From an optimization exercise on the open Yosys and OpenROAD flow, aimed at small area; shortcuts taken in it are not production practice. The RTL was checked by simulation tests, not by an equivalence proof against the original design. Power figures rest on the tool's default switching activity, not on a simulated workload.

## run 1
==> flow/design.v (excerpt) <==
module gpio_top (
   input  logic        PCLK,
   input  logic        aresetn,
   input  logic        psel_i,
   input  logic        penable_i,
   input  logic        pwrite_i,
   input  logic [7:0]  paddr_i,
   input  logic [31:0] pwdata_i,
   output logic [31:0] prdata_o,
   output logic        pready_o,
   output logic        pslverr_o,
   input  logic [31:0] gpio_in_i,
   output logic [31:0] gpio_out_o,
   output logic [31:0] gpio_oe_o,
   output logic [31:0] int_o,
   output logic        int_or_o
);
   localparam int n = gpio_pkg::gpio_max;
   assign pready_o  = 1'b1;
   assign pslverr_o = 1'b0;
   logic          wr_en;
   logic          hit_intr;
   logic          hit_gpin;
   logic          hit_gpout;
   assign wr_en     = psel_i & penable_i & pwrite_i;
   assign hit_intr  = (paddr_i == gpio_pkg::addr_intr);
   assign hit_gpin  = (paddr_i == gpio_pkg::addr_gpin);
   assign hit_gpout = (paddr_i == gpio_pkg::addr_gpout);
   logic [n-1:0] gpin1;
   logic [n-1:0] cur;
   logic [n-1:0] prev;
   always_ff @(posedge PCLK or negedge aresetn)
   begin
      if (!aresetn)
      begin
         gpin1 <= '0;
         cur   <= '0;
      end
      else
      begin
         gpin1 <= gpio_in_i;
  ...
Size in the first run: ~1500 cells after synthesis, ~210 I/O pins, ~19000 sq um of cells after synthesis.
==> flow/config.mk <==
export PLATFORM = sky130hd
export DESIGN_NAME = gpio_top
export DESIGN_NICKNAME = gpio_top
export VERILOG_FILES = /design/flow/design.v
export SDC_FILE = /design/flow/constraint.sdc
export NUM_CORES = 4
export LEC_CHECK = 0
export CAP_MARGIN = 5
export CORE_MARGIN = 2
export CORE_UTILIZATION = 65
export SETUP_SLACK_MARGIN = 0.1
export SLEW_MARGIN = 5
==> flow/constraint.sdc <==
create_clock -name core_clock -period 5.0 [get_ports {PCLK}]
set_input_delay 1.0000 -clock core_clock [delete_from_list [all_inputs] [get_ports {PCLK}]]
set_output_delay 1.0000 -clock core_clock [all_outputs]
set_load 0.01 [all_outputs]
standard.sh (not shown) runs the stock make flow with config.mk's settings and CLKGATE_MAP_FILE= SYNTH_SCRIPT=/design/flow/synth_recipe.tcl, a recipe that flattens the netlist after the stock synthesis.
==> flow/flow/run.sh <==
#!/bin/bash
# Standard layout with three changes:
# * the combinational logic of the standard synthesis is mapped again with
#   an area-oriented ABC script (flip-flops keep their cells and names);
# * the port buffers are the smallest buffer;
# * the clock tree uses larger sink clusters and no dummy loads.
set -euo pipefail
here=$(pwd)
res=$here/orfs/results/${FLOW_PLATFORM}/gpio_top/base
lib=$FLOW_HOME/platforms/${FLOW_PLATFORM}/lib/sky130_fd_sc_hd__tt_025C_1v80.lib
yosys_bin=$FLOW_HOME/../tools/install/yosys/bin/yosys
[[ -x $yosys_bin ]] || yosys_bin=yosys

export BUFFER_PORTS_ARGS="-buffer_cell sky130_fd_sc_hd__buf_1"
export CTS_ARGS="-sink_clustering_enable -repair_clock_nets -dont_use_dummy_load -sink_clustering_size 14 -sink_clustering_max_diameter 50 -buf_list {sky130_fd_sc_hd__clkbuf_4 sky130_fd_sc_hd__clkbuf_8}"

# standard synthesis netlist
bash standard.sh synth > synth_flow.log 2>&1
cp "$res/1_2_yosys.v" "$here/standard_synth.v"

# area re-mapping of the combinational logic
RS_LIB=$lib RS_IN=$here/standard_synth.v RS_OUT=$here/resynth.v \
RS_ABC=$here/flow/area.abc RS_CONSTR=$here/flow/abc.constr RS_STAT=$here/resynth_stat.txt \
  "$yosys_bin" -c "$here/flow/resynth.tcl" > resynth.log 2>&1
cp "$here/resynth.v" "$res/1_2_yosys.v"
touch "$res/1_2_yosys.v"

# rest of the layout
bash standard.sh > standard_flow.log 2>&1
==> flow/flow/area.abc <==
&get -n
&st
&synch2
&nf -R 1000 -p
&st
&syn2
&synch2
&nf -R 1000 -p
&st
&dch -f
&nf -R 1000 -p -F 8 -A 4
&put
Other scripts of this flow, unchanged in this note and not shown: flow/flow/abc.constr, flow/flow/resynth.tcl
The flow did not stop early for run 1: all stages ran, and the layout cleared the timing, design-rule and antenna checks.
Input changes introduced in run 2 (baseline for comparison: run 1):
# run 1
export LEC_CHECK = 0
export CAP_MARGIN = 5
export CORE_MARGIN = 2
export CORE_UTILIZATION = 65
export SETUP_SLACK_MARGIN = 0.1
export SLEW_MARGIN = 5
create_clock -name core_clock -period 5.0 [get_ports {PCLK}]
# run 2
export LEC_CHECK = 0
export CAP_MARGIN = 20
export CORE_MARGIN = 2
export CORE_UTILIZATION = 65
export GPL_TIMING_DRIVEN = 0
export SETUP_SLACK_MARGIN = 0.1
export SLEW_MARGIN = 20
create_clock -name core_clock -period 5.0 [get_ports {PCLK}]
==> flow/flow/area.abc <==
&get -n
&st
&dch -f
&nf -R 1000 -p -F 8 -A 4
&put
==> comparison <==
- Run 2 ran to completion and came out clean on the timing, design-rule and antenna checks.
- Global-route wire length before repair in run 2 is 11% below run 1.
- Run 2 vs. run 1: number of logic stages on the critical path including buffering went down by 4.
- Run 2 has final critical-path setup slack below what run 1 had.
- Looking at portion of total power attributed to the clock network, run 2 sits 0.3 points lower than run 1 does.
- A source of the critical timing path of paddr_i[2] is what run 2 shows, while paddr_i[5] belongs to run 1.
[inputs] run 3 vs run 2
# run 2
export LEC_CHECK = 0
export CAP_MARGIN = 20
export CORE_MARGIN = 2
export CORE_UTILIZATION = 65
export GPL_TIMING_DRIVEN = 0
export SETUP_SLACK_MARGIN = 0.1
export SLEW_MARGIN = 20
create_clock -name core_clock -period 5.0 [get_ports {PCLK}]
# run 3
export LEC_CHECK = 0
export CAP_MARGIN = 20
export CORE_MARGIN = 2
export CORE_UTILIZATION = 65
export SETUP_SLACK_MARGIN = 0.1
export SLEW_MARGIN = 20
create_clock -name core_clock -period 5.0 [get_ports {PCLK}]
==> flow/flow/area.abc <==
&get -n
&st
&synch2
&nf -R 1000 -p
&st
&syn2
&synch2
&nf -R 1000 -p
&st
&dch -f
&nf -R 1000 -p -F 8 -A 4
&put
Notes after the runs:
Run 3 against run 2: logic depth of the worst path, buffers included has increased, non-clock inverter instance count of the final layout down 3, number of fill cells in the layout shows a reduction of 126.
Mean instance size in the synthesized netlist in run 3 is about 1.8% below run 2.
Diff run 2 -> run 3: number of cells upsized or downsized after cts fell by 16; fraction of area in non-clock buffers has remained practically unchanged.
Inputs modified between run 3 and run 4:
==> flow/flow/area.abc <==
&get -n
&st
&dch -f
&nf -R 1000 -p -F 8 -A 4
&put
==> comparison <==
Re register area: no difference whatsoever between run 4 and run 3. Re final hold slack: run 3 was lower than run 4. Relative to run 3, slew of the pin with the lowest slew margin has gone up in run 4. The highest metal layer with signal wires comes out met5 in one run and met4 in the other, namely in run 3 and run 4 respectively.

-- static timing again, ports no longer ideal --
The flow's constraints put no driver on any port. The routed layouts listed below were extracted and timed again, unchanged, in two steps.
Step 1 (the two cells are an assumption about what drives the block):
set clk [get_ports {PCLK}]
set_driving_cell -lib_cell sky130_fd_sc_hd__clkbuf_16 $clk
set_driving_cell -lib_cell sky130_fd_sc_hd__buf_2 [delete_from_list [all_inputs] $clk]
Step 2 adds t to the input delays and takes it off the output delays; t is the mean of the earliest and latest rising clock arrival at the registers after step 1. Input paths then give back, and output paths get back, about the clock's delay inside the block.
Three values: ideal, step 1, step 2; two values: the first two.
run | t (ns) | setup WS [ns] | worst register clock-pin slew, ns
run 1 | 0.637 | 0.141 / 0.066 / 0.066 | 0.10 / 0.10
run 2 | 0.619 | 0.103 / 0.080 / 0.080 | 0.10 / 0.10
run 3 | 0.634 | 0.196 / 0.130 / 0.130 | 0.09 / 0.09
run 4 | 0.615 | 0.313 / 0.266 / 0.266 | 0.09 / 0.09
After both steps setup and hold are still met in every run listed. The setup slack of run 1, which loses most, moves by -0.075 ns with the drivers and by -0.075 ns with both steps.
